This is an optimization exercise on Yosys and OpenROAD, whose aim is small area, a short achievable clock period and few clock cycles per item, not a production implementation.
Function was checked by simulation only, so behaviour that the tests miss may differ from the original.
Power figures rest on the tool's default switching activity, not on a simulated workload.

**flow/config.mk**
```make
export PLATFORM = sky130hd
export DESIGN_NAME = rgb_matrix_row_scan_controller
export DESIGN_NICKNAME = rgb_matrix_row_scan_controller
export VERILOG_FILES = /design/flow/design.v
export SDC_FILE = /design/flow/constraint.sdc
export NUM_CORES = 4
export LEC_CHECK = 0
export CAP_MARGIN = 20
export CORE_MARGIN = 2
export CORE_UTILIZATION = 40
export SLEW_MARGIN = 20
export SYNTH_MEMORY_MAX_BITS = 16384
```
**flow/constraint.sdc**
```tcl
create_clock -name core_clock -period 7.0 [get_ports {i_clk}]
set_input_delay 1.4000 -clock core_clock [delete_from_list [all_inputs] [get_ports {i_clk}]]
set_output_delay 1.4000 -clock core_clock [all_outputs]
set_load 0.01 [all_outputs]
```
**flow/design.v**
```verilog
`default_nettype none
package rmrs_pkg;
    localparam int RMRS_COLUMNS   = 16;
    localparam int RMRS_ROWS      = 8;
    localparam int RMRS_CHANNELS  = 48;
    localparam int RMRS_MSG_DEPTH = 64;
    localparam int NUM_COLORS = 3;
    localparam int WIRED      = 48;
    localparam logic [11:0] BRIGHT_RESET = 12'hFFF;
    localparam logic [2:0] CMD_WRITE_COL = 3'd0;
    localparam logic [2:0] CMD_LOAD_MSG  = 3'd1;
    localparam logic [2:0] CMD_SCROLL    = 3'd2;
    localparam logic [2:0] CMD_SCAN      = 3'd3;
    localparam logic [2:0] CMD_BLANK     = 3'd4;
    localparam logic [WIRED*4-1:0] SLOT_COL = {
        4'd8, 4'd9, 4'd9, 4'd10, 4'd11, 4'd11, 4'd12, 4'd13,
        4'd13, 4'd14, 4'd15, 4'd15, 4'd7, 4'd7, 4'd6, 4'd5,
        4'd5, 4'd4, 4'd3, 4'd3, 4'd2, 4'd1, 4'd1, 4'd0,
        4'd0, 4'd0, 4'd1, 4'd2, 4'd2, 4'd3, 4'd4, 4'd4,
        4'd5, 4'd6, 4'd6, 4'd7, 4'd15, 4'd14, 4'd14, 4'd13,
        4'd12, 4'd12, 4'd11, 4'd10, 4'd10, 4'd9, 4'd8, 4'd8
    };
    localparam logic [WIRED*2-1:0] SLOT_CLR = {
        2'd2, 2'd1, 2'd0, 2'd2, 2'd1, 2'd0, 2'd1, 2'd2,
        2'd0, 2'd1, 2'd2, 2'd0, 2'd0, 2'd2, 2'd1, 2'd0,
        2'd2, 2'd1, 2'd0, 2'd1, 2'd2, 2'd0, 2'd1, 2'd2,
        2'd1, 2'd0, 2'd2, 2'd1, 2'd0, 2'd2, 2'd2, 2'd0,
        2'd1, 2'd2, 2'd0, 2'd1, 2'd1, 2'd0, 2'd2, 2'd1,
        2'd0, 2'd2, 2'd2, 2'd0, 2'd1, 2'd2, 2'd0, 2'd1
    };
    typedef struct packed {
        logic [2:0] cmd;
        logic [1:0] color;
        logic [3:0] column;
        logic [7:0] msg_index;
        logic [7:0] value;
        logic [8:0] shift;
        logic [8:0] msg_len;
        logic [2:0] row;
    } t_req;
    typedef struct packed {
        logic [5:0]  channel;
        logic [11:0] level;
        logic [7:0]  row_select;
        logic        last;
    } t_res;
    typedef struct packed {
        logic load;
        logic wr_col;
        logic wr_msg;
        logic scroll;
        logic scan;
    } t_ctl;
    typedef struct packed {
        logic [2:0] cmd;
        logic       color_ok;
        logic       col_last;
        logic       ch_last;
    } t_sts;
endpackage
`default_nettype wire
`default_nettype none
module rmrs_ctrl
(
    input  wire logic i_clk,
    input  wire logic i_rst_n,
    input  wire logic i_start,
    input  rmrs_pkg::t_sts      i_sts,
    output rmrs_pkg::t_ctl      o_ctl,
    output logic      o_busy
);
    localparam logic [2:0] S_IDLE   = 3'd0;
    localparam logic [2:0] S_DECODE = 3'd1;
    localparam logic [2:0] S_SCROLL = 3'd2;
    localparam logic [2:0] S_SCAN   = 3'd3;
    localparam logic [2:0] S_FLUSH  = 3'd4;
    logic [2:0] r_state;
    logic [2:0] n_state;
    always_ff @(posedge i_clk) begin
        if (!i_rst_n) begin
            r_state <= S_IDLE;
        end else begin
            r_state <= n_state;
        end
    end
    always_comb begin
        n_state = r_state;
        o_ctl   = '0;
        unique case (r_state)
            S_IDLE: begin
                if (i_start) begin
                    o_ctl.load = 1'b1;
                    n_state    = S_DECODE;
                end
            end
            S_DECODE: begin
                unique case (i_sts.cmd)
                    rmrs_pkg::CMD_WRITE_COL: begin
                        o_ctl.wr_col = 1'b1;
                        n_state      = S_IDLE;
                    end
                    rmrs_pkg::CMD_LOAD_MSG: begin
                        o_ctl.wr_msg = 1'b1;
                        n_state      = S_IDLE;
                    end
                    rmrs_pkg::CMD_SCROLL: begin
                        n_state = i_sts.color_ok ? S_SCROLL : S_IDLE;
                    end
                    rmrs_pkg::CMD_SCAN, rmrs_pkg::CMD_BLANK: begin
                        n_state = S_SCAN;
                    end
                    default: begin
                        n_state = S_IDLE;
                    end
                endcase
            end
            S_SCROLL: begin
                o_ctl.scroll = 1'b1;
                if (i_sts.col_last) begin
                    n_state = S_FLUSH;
                end
            end
            S_SCAN: begin
                o_ctl.scan = 1'b1;
                if (i_sts.ch_last) begin
                    n_state = S_FLUSH;
                end
            end
            S_FLUSH: begin
                n_state = S_IDLE;
            end
            default: begin
                n_state = S_IDLE;
            end
        endcase
    end
    assign o_busy = (r_state != S_IDLE);
endmodule
`default_nettype wire
`default_nettype none
module rmrs_dp
#(
    parameter int COLUMNS   = rmrs_pkg::RMRS_COLUMNS,
    parameter int ROWS      = rmrs_pkg::RMRS_ROWS,
    parameter int CHANNELS  = rmrs_pkg::RMRS_CHANNELS,
    parameter int MSG_DEPTH = rmrs_pkg::RMRS_MSG_DEPTH
) (
    input  wire logic        i_clk,
    input  wire logic        i_rst_n,
    input  rmrs_pkg::t_req             i_req,
    input  rmrs_pkg::t_ctl             i_ctl,
    output rmrs_pkg::t_sts             o_sts,
    input  wire logic        i_cfg_we,
    input  wire logic [11:0] i_cfg_data,
    output logic             o_res_strobe,
    output rmrs_pkg::t_res             o_res
);
    localparam int FD  = rmrs_pkg::NUM_COLORS * COLUMNS;
    localparam int FAW = $clog2(FD);
    localparam int MD  = rmrs_pkg::NUM_COLORS * MSG_DEPTH;
    localparam int MAW = $clog2(MD);
    localparam int CW  = $clog2(CHANNELS > COLUMNS ? CHANNELS : COLUMNS);
    rmrs_pkg::t_req        r_req;
    logic [CW-1:0] r_cnt;
    logic [11:0] r_bright;
    logic [7:0] r_fs_mem [FD];
    logic       r_fs_vld [FD];
    logic [7:0] r_fs_rd;
    logic       r_fs_rdv;
    logic [7:0] r_ms_mem [MD];
    logic [7:0] r_ms_rd;
    logic           r_sc_wr;
    logic           r_sc_ok;
    logic [FAW-1:0] r_sc_fa;
    logic           r_sn_v;
    logic [5:0]     r_sn_ch;
    logic           r_sn_hit;
    logic           r_sn_last;
    logic           r_strobe;
    rmrs_pkg::t_res           r_res;
    logic           color_ok;
    logic           lit;
    logic [9:0]     sc_base;
    logic [9:0]     sc_pos;
    logic           sc_ok;
    logic [MAW-1:0] ms_ra;
    logic [FAW-1:0] sc_fa;
    logic           ms_we;
    logic [MAW-1:0] ms_wa;
    logic           fs_we;
    logic [FAW-1:0] fs_wa;
    logic [7:0]     fs_wd;
    logic           ch_wired;
    logic [5:0]     tab_idx;
    logic [3:0]     sn_col;
    logic [1:0]     sn_clr;
    logic           sn_hit;
    logic [FAW-1:0] fs_ra;
    assign color_ok = (32'(r_req.color) < rmrs_pkg::NUM_COLORS);
    assign lit      = (r_req.cmd == rmrs_pkg::CMD_SCAN) && (32'(r_req.row) < ROWS);
    always_ff @(posedge i_clk) begin
        if (i_ctl.load) begin
            r_req <= i_req;
        end
    end
    always_ff @(posedge i_clk) begin
        if (!i_rst_n) begin
            r_cnt <= '0;
        end else if (i_ctl.load) begin
            r_cnt <= '0;
        end else if (i_ctl.scroll || i_ctl.scan) begin
            r_cnt <= r_cnt + 1'b1;
        end
    end
    always_ff @(posedge i_clk) begin
        if (!i_rst_n) begin
            r_bright <= rmrs_pkg::BRIGHT_RESET;
        end else if (i_cfg_we) begin
            r_bright <= i_cfg_data;
        end
    end
    assign sc_base = 10'(r_req.shift) + 10'(r_cnt);
    assign sc_pos  = sc_base - 10'(COLUMNS);
    assign sc_ok   = (sc_base >= 10'(COLUMNS)) && (sc_pos < 10'(r_req.msg_len))
                     && (32'(sc_pos) < MSG_DEPTH);
    assign ms_ra   = sc_ok ? MAW'(32'(r_req.color) * MSG_DEPTH + 32'(sc_pos)) : '0;
    assign sc_fa   = FAW'(32'(r_req.color) * COLUMNS + 32'(r_cnt));
    assign ms_we = i_ctl.wr_msg && color_ok && (32'(r_req.msg_index) < MSG_DEPTH);
    assign ms_wa = ms_we ? MAW'(32'(r_req.color) * MSG_DEPTH + 32'(r_req.msg_index)) : '0;
    always_ff @(posedge i_clk) begin
        if (ms_we) begin
            r_ms_mem[ms_wa] <= r_req.value;
        end
        if (i_ctl.scroll) begin
            r_ms_rd <= r_ms_mem[ms_ra];
        end
    end
    always_ff @(posedge i_clk) begin
        if (!i_rst_n) begin
            r_sc_wr <= 1'b0;
        end else begin
            r_sc_wr <= i_ctl.scroll;
        end
    end
    always_ff @(posedge i_clk) begin
        r_sc_ok <= sc_ok;
        r_sc_fa <= sc_fa;
    end
    always_comb begin
        fs_we = 1'b0;
        fs_wa = '0;
        fs_wd = '0;
        if (r_sc_wr) begin
            fs_we = 1'b1;
            fs_wa = r_sc_fa;
            fs_wd = r_sc_ok ? r_ms_rd : 8'd0;
        end else if (i_ctl.wr_col && color_ok && (32'(r_req.column) < COLUMNS)) begin
            fs_we = 1'b1;
            fs_wa = FAW'(32'(r_req.color) * COLUMNS + 32'(r_req.column));
            fs_wd = r_req.value;
        end
    end
    assign ch_wired = (32'(r_cnt) < rmrs_pkg::WIRED);
    assign tab_idx  = ch_wired ? 6'(r_cnt) : '0;
    assign sn_col   = rmrs_pkg::SLOT_COL[tab_idx*4 +: 4];
    assign sn_clr   = rmrs_pkg::SLOT_CLR[tab_idx*2 +: 2];
    assign sn_hit   = lit && ch_wired && (32'(sn_col) < COLUMNS);
    assign fs_ra    = sn_hit ? FAW'(32'(sn_clr) * COLUMNS + 32'(sn_col)) : '0;
    always_ff @(posedge i_clk) begin
        if (fs_we) begin
            r_fs_mem[fs_wa] <= fs_wd;
        end
        if (i_ctl.scan) begin
            r_fs_rd <= r_fs_mem[fs_ra];
        end
    end
    always_ff @(posedge i_clk) begin
        if (!i_rst_n) begin
            for (int i = 0; i < FD; i++) begin
                r_fs_vld[i] <= 1'b0;
            end
            r_fs_rdv <= 1'b0;
        end else begin
            if (fs_we) begin
                r_fs_vld[fs_wa] <= 1'b1;
            end
            if (i_ctl.scan) begin
                r_fs_rdv <= r_fs_vld[fs_ra];
            end
        end
    end
    always_ff @(posedge i_clk) begin
        if (!i_rst_n) begin
            r_sn_v <= 1'b0;
        end else begin
            r_sn_v <= i_ctl.scan;
        end
    end
    always_ff @(posedge i_clk) begin
        r_sn_ch   <= 6'(r_cnt);
        r_sn_hit  <= sn_hit;
        r_sn_last <= (r_cnt == CW'(CHANNELS - 1));
    end
    always_ff @(posedge i_clk) begin
        if (!i_rst_n) begin
            r_strobe <= 1'b0;
        end else begin
            r_strobe <= r_sn_v;
        end
    end
    always_ff @(posedge i_clk) begin
        r_res.channel    <= r_sn_ch;
        r_res.level      <= (r_sn_hit && r_fs_rdv && r_fs_rd[~r_req.row]) ? r_bright : 12'd0;
        r_res.row_select <= lit ? (8'd1 << r_req.row) : 8'd0;
        r_res.last       <= r_sn_last;
    end
    assign o_sts.cmd      = r_req.cmd;
    assign o_sts.color_ok = color_ok;
    assign o_sts.col_last = (r_cnt == CW'(COLUMNS - 1));
    assign o_sts.ch_last  = (r_cnt == CW'(CHANNELS - 1));
    assign o_res_strobe = r_strobe;
    assign o_res        = r_res;
endmodule
`default_nettype wire
`default_nettype none
module rgb_matrix_row_scan_controller
#(
    parameter int COLUMNS   = rmrs_pkg::RMRS_COLUMNS,
    parameter int ROWS      = rmrs_pkg::RMRS_ROWS,
    parameter int CHANNELS  = rmrs_pkg::RMRS_CHANNELS,
    parameter int MSG_DEPTH = rmrs_pkg::RMRS_MSG_DEPTH
) (
    input  wire logic        i_clk,
    input  wire logic        i_rst_n,
    input  wire logic        start,
    input  rmrs_pkg::t_req             i_req,
    output logic             busy,
    input  wire logic        i_cfg_valid,
    output logic             o_cfg_ready,
    input  wire logic [11:0] i_cfg_data,
    output logic             o_res_strobe,
    output rmrs_pkg::t_res             o_res
);
    rmrs_pkg::t_ctl ctl;
    rmrs_pkg::t_sts sts;
    assign o_cfg_ready = 1'b1;
    rmrs_ctrl u_ctrl (
        .i_clk   (i_clk),
        .i_rst_n (i_rst_n),
        .i_start (start),
        .i_sts   (sts),
        .o_ctl   (ctl),
        .o_busy  (busy)
    );
    rmrs_dp #(
        .COLUMNS   (COLUMNS),
        .ROWS      (ROWS),
        .CHANNELS  (CHANNELS),
        .MSG_DEPTH (MSG_DEPTH)
    ) u_dp (
        .i_clk        (i_clk),
        .i_rst_n      (i_rst_n),
        .i_req        (i_req),
        .i_ctl        (ctl),
        .o_sts        (sts),
        .i_cfg_we     (i_cfg_valid && o_cfg_ready),
        .i_cfg_data   (i_cfg_data),
        .o_res_strobe (o_res_strobe),
        .o_res        (o_res)
    );
endmodule
`default_nettype wire
```
**flow/run.sh**
```bash
#!/bin/bash
# synth_recipe.tcl (not shown) runs the flow's synth.tcl, then flattens the netlist and writes it again
# the make line also repeats each setting of config.mk as NAME=value (left out here)
make -C /OpenROAD-flow-scripts/flow DESIGN_CONFIG=/design/flow/config.mk WORK_HOME=/design/flow/orfs CLKGATE_MAP_FILE= SYNTH_SCRIPT=/design/flow/synth_recipe.tcl finish
```
==> results.txt <==
## per-stage QoR
stage,worst slack [ns],std cells
3_3_place_gp,0.3495,8492
5_1_grt,0.05110,8885
2_1_floorplan,0.9972,5772
3_5_place_dp,0.3884,8493
4_1_cts,0.3386,8884
6_report,0.2500,8887
## power breakdown
part           internal (W)  total (W)  switching, W  leakage [nW]
Sequential           0.0139     0.0139     0.0000450          19.7
Combinational      0.000537    0.00207       0.00153          8.27
Clock               0.00644     0.0114       0.00495          3.39
Total                0.0209     0.0274       0.00653          31.3
## cell usage in the layout, fill, tap and decap left out, drive strengths merged, types with 68 or more instances in the layout
master	n
a211oi	207
a21oi	248
a311oi	74
a31oi	112
and2	141
buf	208
clkbuf	261
clkdlybuf4s50	89
clkinv	92
dfxtp	127
edfxtp	1982
mux2i	274
nand2	724
nand3	93
nor2	383
nor3	68
o21ai	178
o221ai	75
o22ai	69
## synth_stat cells, types with 15 or more instances
cell type	instances	area share [%]
sky130_fd_sc_hd__a221o_1	18	0.21
sky130_fd_sc_hd__a22oi_1	21	0.19
sky130_fd_sc_hd__mux4_2	32	0.85
sky130_fd_sc_hd__o22ai_1	68	0.50
sky130_fd_sc_hd__and3_1	15	0.11
sky130_fd_sc_hd__a221oi_1	51	0.53
sky130_fd_sc_hd__mux2_2	39	0.52
sky130_fd_sc_hd__nor3_1	67	0.40
sky130_fd_sc_hd__nand4_1	15	0.11
sky130_fd_sc_hd__a311oi_1	74	0.77
sky130_fd_sc_hd__edfxtp_1	1982	71
sky130_fd_sc_hd__mux2i_1	274	3.3
sky130_fd_sc_hd__o211ai_1	45	0.40
sky130_fd_sc_hd__a31oi_1	112	0.83
sky130_fd_sc_hd__inv_1	32	0.14
sky130_fd_sc_hd__and2_1	132	0.98
sky130_fd_sc_hd__nor4_1	17	0.13
sky130_fd_sc_hd__a22o_1	16	0.17
sky130_fd_sc_hd__nand3_1	93	0.55
sky130_fd_sc_hd__ha_1	27	0.40
sky130_fd_sc_hd__nand2_1	723	3.2
sky130_fd_sc_hd__dfxtp_1	127	3.0
sky130_fd_sc_hd__buf_1	54	0.24
sky130_fd_sc_hd__clkbuf_1	213	0.95
sky130_fd_sc_hd__o221ai_1	75	0.78
sky130_fd_sc_hd__a211oi_1	201	1.8
sky130_fd_sc_hd__o21a_1	57	0.51
sky130_fd_sc_hd__buf_2	91	0.54
sky130_fd_sc_hd__nor2_1	382	1.7
sky130_fd_sc_hd__o21ai_0	161	0.95
sky130_fd_sc_hd__o21bai_1	15	0.13
sky130_fd_sc_hd__a21oi_1	245	1.5
sky130_fd_sc_hd__o31ai_1	16	0.14
sky130_fd_sc_hd__buf_4	18	0.16
## metal layers
| metal | global-route usage (%) | share of wire (%) |
|---|---|---|
| met1 | 33.83 | 40 |
| met2 | 36.37 | 44 |
| met3 | 5.470 | 11 |
| met4 | 10.83 | 5.0 |
| met5 | 0 | 0.013 |
## what timing repair did
item                                    4_1_cts  5_1_grt
endpoints found under the setup margin        0        2
gates resized for setup                       0        2
buffers inserted                              0        0
## state kept, by name, indices dropped and copies added, names as in the netlist, 2 cells and up
signal	count
u_dp.r_cnt	6
u_dp.r_fs_vld	64
u_dp.r_req	46
u_dp.r_sn_ch	6
u_dp.r_sc_fa	2
u_dp.r_ms_rd	8
u_dp.r_res	27
u_dp.r_fs_rd	8
u_dp.r_ms_mem	1536
u_ctrl.r_state	3
u_dp.r_fs_mem	384
u_dp.r_bright	12
## cell type report
type	count	share of cell area (%)
flip-flops and latches	2109	64.39
multi-input cells	3249	21.61
clock buffers	261	5.723
well taps	2805	3.642
repair buffers	297	2.978
clock inverters	130	1.502
inverters	34	0.1428
diodes	2	0.005193
## kinds of logic after synthesis
logic type / Yosys count
other: 1
xor gates and xnor gates: 19
DFF: 2109
AOI/OAI and AO/OA: 1349
adders and majority gates: 28
and+or+nand+nor: 1507
muxes: 345
buffers and inverters: 414
## critical path: stages, from the launching register on
cell	delay, ns
sky130_fd_sc_hd__dfxtp_1	0.39
sky130_fd_sc_hd__ha_4	0.16
sky130_fd_sc_hd__inv_1	0.04
sky130_fd_sc_hd__fa_2	0.38
sky130_fd_sc_hd__nand2b_1	0.19
sky130_fd_sc_hd__a21boi_0	0.27
sky130_fd_sc_hd__nor3_1	0.13
sky130_fd_sc_hd__nor2_1	0.15
sky130_fd_sc_hd__inv_1	0.08
sky130_fd_sc_hd__ha_1	0.27
sky130_fd_sc_hd__nand4_1	0.10
sky130_fd_sc_hd__o21ai_0	0.08
sky130_fd_sc_hd__a32oi_1	0.19
sky130_fd_sc_hd__xnor2_1	0.10
sky130_fd_sc_hd__ha_1	0.30
sky130_fd_sc_hd__nand3_1	0.08
sky130_fd_sc_hd__o21ai_0	0.64
sky130_fd_sc_hd__a2111oi_4	0.14
sky130_fd_sc_hd__o21ai_4	0.34
sky130_fd_sc_hd__buf_12	0.38
sky130_fd_sc_hd__o221ai_1	0.35
sky130_fd_sc_hd__o211ai_1	0.62
sky130_fd_sc_hd__a32oi_1	0.14
sky130_fd_sc_hd__and3_1	0.23
sky130_fd_sc_hd__nor3b_1	0.56
sky130_fd_sc_hd__a211oi_1	0.11
## worst max path at each step
stage,start,slack [ns],cells after the start,to
floorplan,u_dp.r_cnt[0]$_SDFFE_PP0P_,1.0,24,u_dp.r_ms_rd[2]$_DFFE_PP_
global placement,u_dp.r_cnt[0]$_SDFFE_PP0P_,0.35,26,u_dp.r_ms_rd[7]$_DFFE_PP_
detailed placement,u_dp.r_cnt[0]$_SDFFE_PP0P_,0.39,26,u_dp.r_ms_rd[1]$_DFFE_PP_
CTS,u_dp.r_cnt[0]$_SDFFE_PP0P_,0.34,26,u_dp.r_ms_rd[7]$_DFFE_PP_
global route,u_dp.r_cnt[0]$_SDFFE_PP0P_,0.05,26,u_dp.r_ms_rd[1]$_DFFE_PP_
finish,u_dp.r_cnt[0]$_SDFFE_PP0P_,0.25,25,u_dp.r_ms_rd[7]$_DFFE_PP_
==> flow_summary.ini <==
[clocking]
clk_transition_reported_paths_ns = 0.06
worst_skew_pair.late_latency_ns = 0.87
tritoncts = built
clock_tree.htree_level_count = 4
cts_root_buf = sky130_fd_sc_hd__clkbuf_16
cts_max_path_buffers = 3
cts.sink_count = 2109
cts_hold_buf = 0
cts_made_buffers = 208

[setup_path]
regToRegEndpoint = u_dp.r_ms_rd[7]$_DFFE_PP_
worst-endpoint-arrival_ns = 7.33
rr_startpoint = u_dp.r_cnt[0]$_SDFFE_PP0P_
startpoint_types = flop
worstSetupEndpointType = flop
timing.reg2reg.setup_slack_ns = 0.25
timing.setup.critical_path_class = flop to flop
critical_path_required_ns = 7.58
worstPathMaxFanout = 47
r2r.worst_path.cells = 25

[power]
ir_drop_mv = 0.2140
power_per_cell_area_nw_per_um2 = 284.4
total_power_w = 0.02741
leakage_nw = 31.33

[floorplanning]
floorplan.io_pins = 92
die_area_sq_um = 214600
floorplan.rows = 168
die_width_um = 463.3
effective_utilization_at_floorplan_pct = 40.26
die_height_um = 463.3
core_sq_um = 209600

[synth]
ys_warn_count = 2
most_instantiated_flip_flop_cell_in_the_synthesis_netlist = sky130_fd_sc_hd__edfxtp_1
muxShareOfSynthArea_pct = 4.625
async_reset_ff_share_pct = 0
ys_seq_area_share_pct = 73.55
post_synth_instance_area_sq_um = 84380
yosys.area_share.adder_pct = 0.4241
synth_simple_gate_area_share_pct = 7.714
synth-compound-area-share_pct = 11.37
synthesis.area_per_instance_sq_um = 14.62
yosys.area_share.xor_xnor_pct = 0.2284
number_of_enable_flip_flop_cells_after_synthesis = 1982
synth_cell_types = 101
dominant_combinational_cell_family_by_area_after_synthesis = compound AO/OA/AOI/OAI gates
ys_ff_latch = 2109
synth_cells = 5772
synth_fp_nets = 5862

[sta]
slew_at_the_pin_closest_to_its_max_slew_limit_ns = 1.222
worst_clock_skew_ns = 0.06435
finalSetupTns_ns = 0
peak_clock_frequency_supported_by_timing_ghz = 0.1481
post-route-period-util_pct = 96.43
period_minus_slack_ns = 6.750
max_slew_margin_pct = 18.46
timing.hold.ws_ns = 0.3334
number_of_failing_hold_endpoints_at_the_final_stage = 0
rsz_0062_raised_after_global_routing = no
setup_viol = 0
final-max-slew-violation-count = 0

[hold_path]
worst_hold_path.num_cells = 0
holdCritStartpoint = u_dp.r_sn_last$_DFF_P_
min-delay-path-class = flop to flop
timing.hold.worst_endpoint = u_dp.r_res[0]$_DFF_P_

[drt]
antenna_violating_nets_post_route = 0
route.vias.total = 54209
drc = 0
vias_per_cell = 6.100
drtPass1Iterations = 8
drt_first_iter_violations = 8258
route.detailed.wl_per_inst_um = 30.13
routed_wirelength_mm = 267.8

[finish]
post-route-cell-area_sq_um = 96380
nNetsFinal = 5989
fillers = 18194
layout-drive-gt1-share_pct = 11.10
total_area_of_multi_input_combinational_cells_sq_um = 20830
area_delta_synth_final_pct = 14.22
ff_latch_area_sq_um = 62060
postLayoutCoreUtil_pct = 45.99

[placed_design]
placed_cell_area_sq_um = 89370
port_buffers = 90
gp_routability_congestion = 0.9507
dp.final_hpwl_mm = 164.8

[global_routing]
grtUsageTotal_pct = 24.29
globalRouteOverflowTotal = 0
first_global_vias = 51159
antenna_found_initial = 6
grt_pass1_wl_mm = 380.3
grt_start_max_net_pins = 193

[run]
max-cap-violations = 0

[outcome]
outcome = no timing/DRC/antenna violations
Testbench counts, summed over its fixed seeds: cycles 112,640, requests 3,156.

-- afterwards: timing with drivers on the ports --
No port has a modelled driver above. Below, the same layout with a new extraction and two added sets of constraints. Step 1 sets driving cells, clkbuf_16 on the clock port and buf_2 on the other inputs (assumed; they add their load-dependent delay and slew). Step 2 times the ports against the registers' clock, not the clock port: input delays grow and output delays shrink by t, the midpoint of the rising clock arrivals with the driver on. a / b / c = no drivers / after step 1 / after step 2; a / b = the first two.
t, ns: 0.918
slack for setup (ns): 0.250 / 0.250 / 0.250
hold slack, ns: 0.333 / 0.333 / 0.333
worst data-port slew with drivers (ns): 0.09
After both steps this run still meets setup and hold. The setup slack of this run moves by 0.000 ns with the drivers and by 0.000 ns with both steps.
